What follows belongs to an exercise in optimizing a design on an open flow for small area and a short achievable clock period; a production flow would make more cautious choices. In this exercise RTL edits were held to simulation tests only and were not proved equivalent to the original. No activity file was given, so power comes from the tool's default toggle rates.

main:
## neoPixelTop
module neoPixelTop (
  input  wire                             busClk,
  input  wire                             arstN,
  input  wire [neoBusPkg::addrWidth-1:0]  busAddr,
  input  wire [neoBusPkg::dataWidth-1:0]  busDataIn,
  input  wire                             busWrite,
  input  wire                             busRead,
  output logic [neoBusPkg::dataWidth-1:0] busDataOut,
  output logic                            busReady,
  output logic                            neoData
);
Size in the first run: ~2,700 flip-flops, about 0.11 mm² of cells after synthesis.
export LEC_CHECK = 0
export CAP_MARGIN = 20
export CORE_MARGIN = 2
export CORE_UTILIZATION = 35
export SLEW_MARGIN = 20
create_clock -name core_clock -period 6.0 [get_ports {busClk}]
run.sh (not shown) runs the stock make flow with config.mk's settings and CLKGATE_MAP_FILE= SYNTH_SCRIPT=/design/flow/synth_recipe.tcl, a recipe that flattens the netlist after the stock synthesis.
main went all the way through synthesis, placement and routing and the layout is clean on timing, DRC and antenna.
For the feature branch, these inputs were changed with respect to main:
- SETUP_SLACK_MARGIN: unset -> 3.3
- ABC_CLOCK_PERIOD_IN_PS: unset -> 2700
- GPL_TIMING_DRIVEN: unset -> 1
- TNS_END_PERCENT: unset -> 100
==> comparison <==
- Uppermost metal layer occupied by signal nets = met4: main; uppermost metal layer occupied by signal nets = met5: the feature branch
- Timing, DRC, antenna: 0 failures across main and the feature branch
- Per the comparison of the feature branch with main, leakage power up 4.4%; fraction of the cycle the final worst path needs shows a reduction of 14 points; final cell count increased by 161 relative to the old numbers.

Another version of the RTL of neoPixelTop (not shown whole).
Size: about 5700 cells after synthesis, about 2900 flip-flops.
Design neoPixelTop, start of the top module:
module neoPixelTop (
  input  wire                             busClk,
  input  wire                             arstN,
  input  wire [neoBusPkg::addrWidth-1:0]  busAddr,
  input  wire [neoBusPkg::dataWidth-1:0]  busDataIn,
  input  wire                             busWrite,
  input  wire                             busRead,
  output logic [neoBusPkg::dataWidth-1:0] busDataOut,
  output logic                            busReady,
  output logic                            neoData
);
  logic [1:0] region;
  logic [3:0] regIx;
  logic       wrVirtual;
  logic       wrDelta;
  logic       wrRaw;
  logic       wrReg;
  assign region    = busAddr[neoBusPkg::addrWidth-1 -: 2];
  assign regIx     = busAddr[3:0];
  assign wrVirtual = busWrite && region == neoBusPkg::regionVirtual;
  assign wrDelta   = busWrite && region == neoBusPkg::regionDelta;
  assign wrRaw     = busWrite && region == neoBusPkg::regionRaw;
  assign wrReg     = busWrite && region == neoBusPkg::regionReg;
  logic        virtualPending;
  logic [12:0] regMax;
  logic        ctrlInit;
  logic        ctrlLimit;
  logic        ctrlRun;
  logic        ctrlLoop;
  logic        ctrl32;
  logic        frameDone;
  logic        regRun;
  logic        busy;
  always_ff @(posedge busClk) busReady <= ~wrVirtual;  
  assign regRun = ctrlRun & ~frameDone;  
  always_ff @(posedge busClk or negedge arstN) begin
    if (!arstN) begin
      virtualPending <= 1'b0;
      regMax    <= '0;
      ctrlInit  <= 1'b0;
      ctrlLimit <= 1'b0;
      ctrlRun   <= 1'b0;
      ctrlLoop  <= 1'b0;
      ctrl32    <= 1'b0;
    end else begin
      virtualPending <= wrVirtual;
      if (frameDone) ctrlRun <= ctrlLoop;  
      if (ctrlInit) begin
        ctrlInit  <= 1'b0;
        ctrlLimit <= 1'b0;
  ...
export LEC_CHECK = 0
export CAP_MARGIN = 20
export CORE_MARGIN = 2
export CORE_UTILIZATION = 60
export CTS_CLUSTER_DIAMETER = 90
export CTS_CLUSTER_SIZE = 26
export PLACE_DENSITY = 0.7
export SETUP_SLACK_MARGIN = 3.75
export SLEW_MARGIN = 20
export TNS_END_PERCENT = 100
create_clock -name core_clock -period 6.0 [get_ports {busClk}]
The first run ran to the end with no violations.
Edit:
--- a/flow/config.mk
+++ b/flow/config.mk
@@ -12,5 +12,5 @@
 export CTS_CLUSTER_SIZE = 26
 export PLACE_DENSITY = 0.7
-export SETUP_SLACK_MARGIN = 3.75
+export SETUP_SLACK_MARGIN = 3.55
 export SLEW_MARGIN = 20
 export TNS_END_PERCENT = 100
Effect: The changed run completed with no timing, DRC or antenna violations. Cell count falls slightly. Critical path depth does not change. Non-clock buffer count falls by 82. Worst hold slack barely changes.

== before ==
Another version of the RTL of neoPixelTop (not shown whole).
Size in the first run: roughly 2800 flip-flops, about 40 I/O pins, roughly 110000 um2 of cells after synthesis.
Design neoPixelTop, start of the top module:
module neoPixelTop (
  input  wire                             busClk,
  input  wire                             arstN,
  input  wire [neoBusPkg::addrWidth-1:0]  busAddr,
  input  wire [neoBusPkg::dataWidth-1:0]  busDataIn,
  input  wire                             busWrite,
  input  wire                             busRead,
  output logic [neoBusPkg::dataWidth-1:0] busDataOut,
  output wire                             busReady,
  output logic                            neoData
);
Settings: LEC_CHECK=0, CAP_MARGIN=20, CORE_MARGIN=2, CORE_UTILIZATION=35, SETUP_SLACK_MARGIN=3.5, SLEW_MARGIN=20, TNS_END_PERCENT=100; clock period 6.0 ns.
Modified inputs, after compared to before
- CORE_UTILIZATION: 35 -> 60
- CTS_CLUSTER_DIAMETER: unset -> 100
- CTS_CLUSTER_SIZE: unset -> 30
- PLACE_DENSITY: unset -> 0.7
==> run notes <==
Looking at startpoint of the worst setup timing path, the ix[0] result is from after; the virtualPending one comes from before. after synthesis and placement, the instance count of after is below that of before. after against before: total non-filler cell area in the finished layout has decreased, layout overhead on the synthesized area went down by 7.9 points, number of multi-input combinational cells in the layout essentially unchanged.

-- static timing again, ports no longer ideal --
The results above use ideal ports. As a check the final layouts listed here were re-extracted and re-timed, cells and wires unchanged. Step 1: set_driving_cell puts a clkbuf_16 on busClk and a buf_2 on each other input, an assumption about the parent block. Step 2, shift: input delay + t, output delay - t, t = (earliest + latest rising clock arrival at the registers) / 2. This alone moves slack from input paths to output paths. Three values: ideal ports, drivers, drivers and shift; two values: the first two.
| run | t (ns) | slack for setup (ns) | latest minus earliest clock arrival (ns) |
|---|---|---|---|
| main | 0.924 | 1.698 / 1.698 / 1.698 | 0.075 / 0.075 |
| the feature branch | 0.917 | 2.537 / 2.537 / 2.537 | 0.083 / 0.083 |
| the first run of note 2 | 0.910 | 3.442 / 3.351 / 2.883 | 0.034 / 0.034 |
| the second run of note 2 | 0.916 | 3.441 / 3.349 / 2.693 | 0.055 / 0.055 |
| before | 0.949 | 3.126 / 3.009 / 2.579 | 0.080 / 0.080 |
| after | 0.887 | 3.224 / 3.224 / 2.670 | 0.033 / 0.033 |
After both steps setup and hold are still met in every run listed. The setup slack of the second run of note 2, which loses most, moves by -0.092 ns with the drivers and by -0.748 ns with both steps.
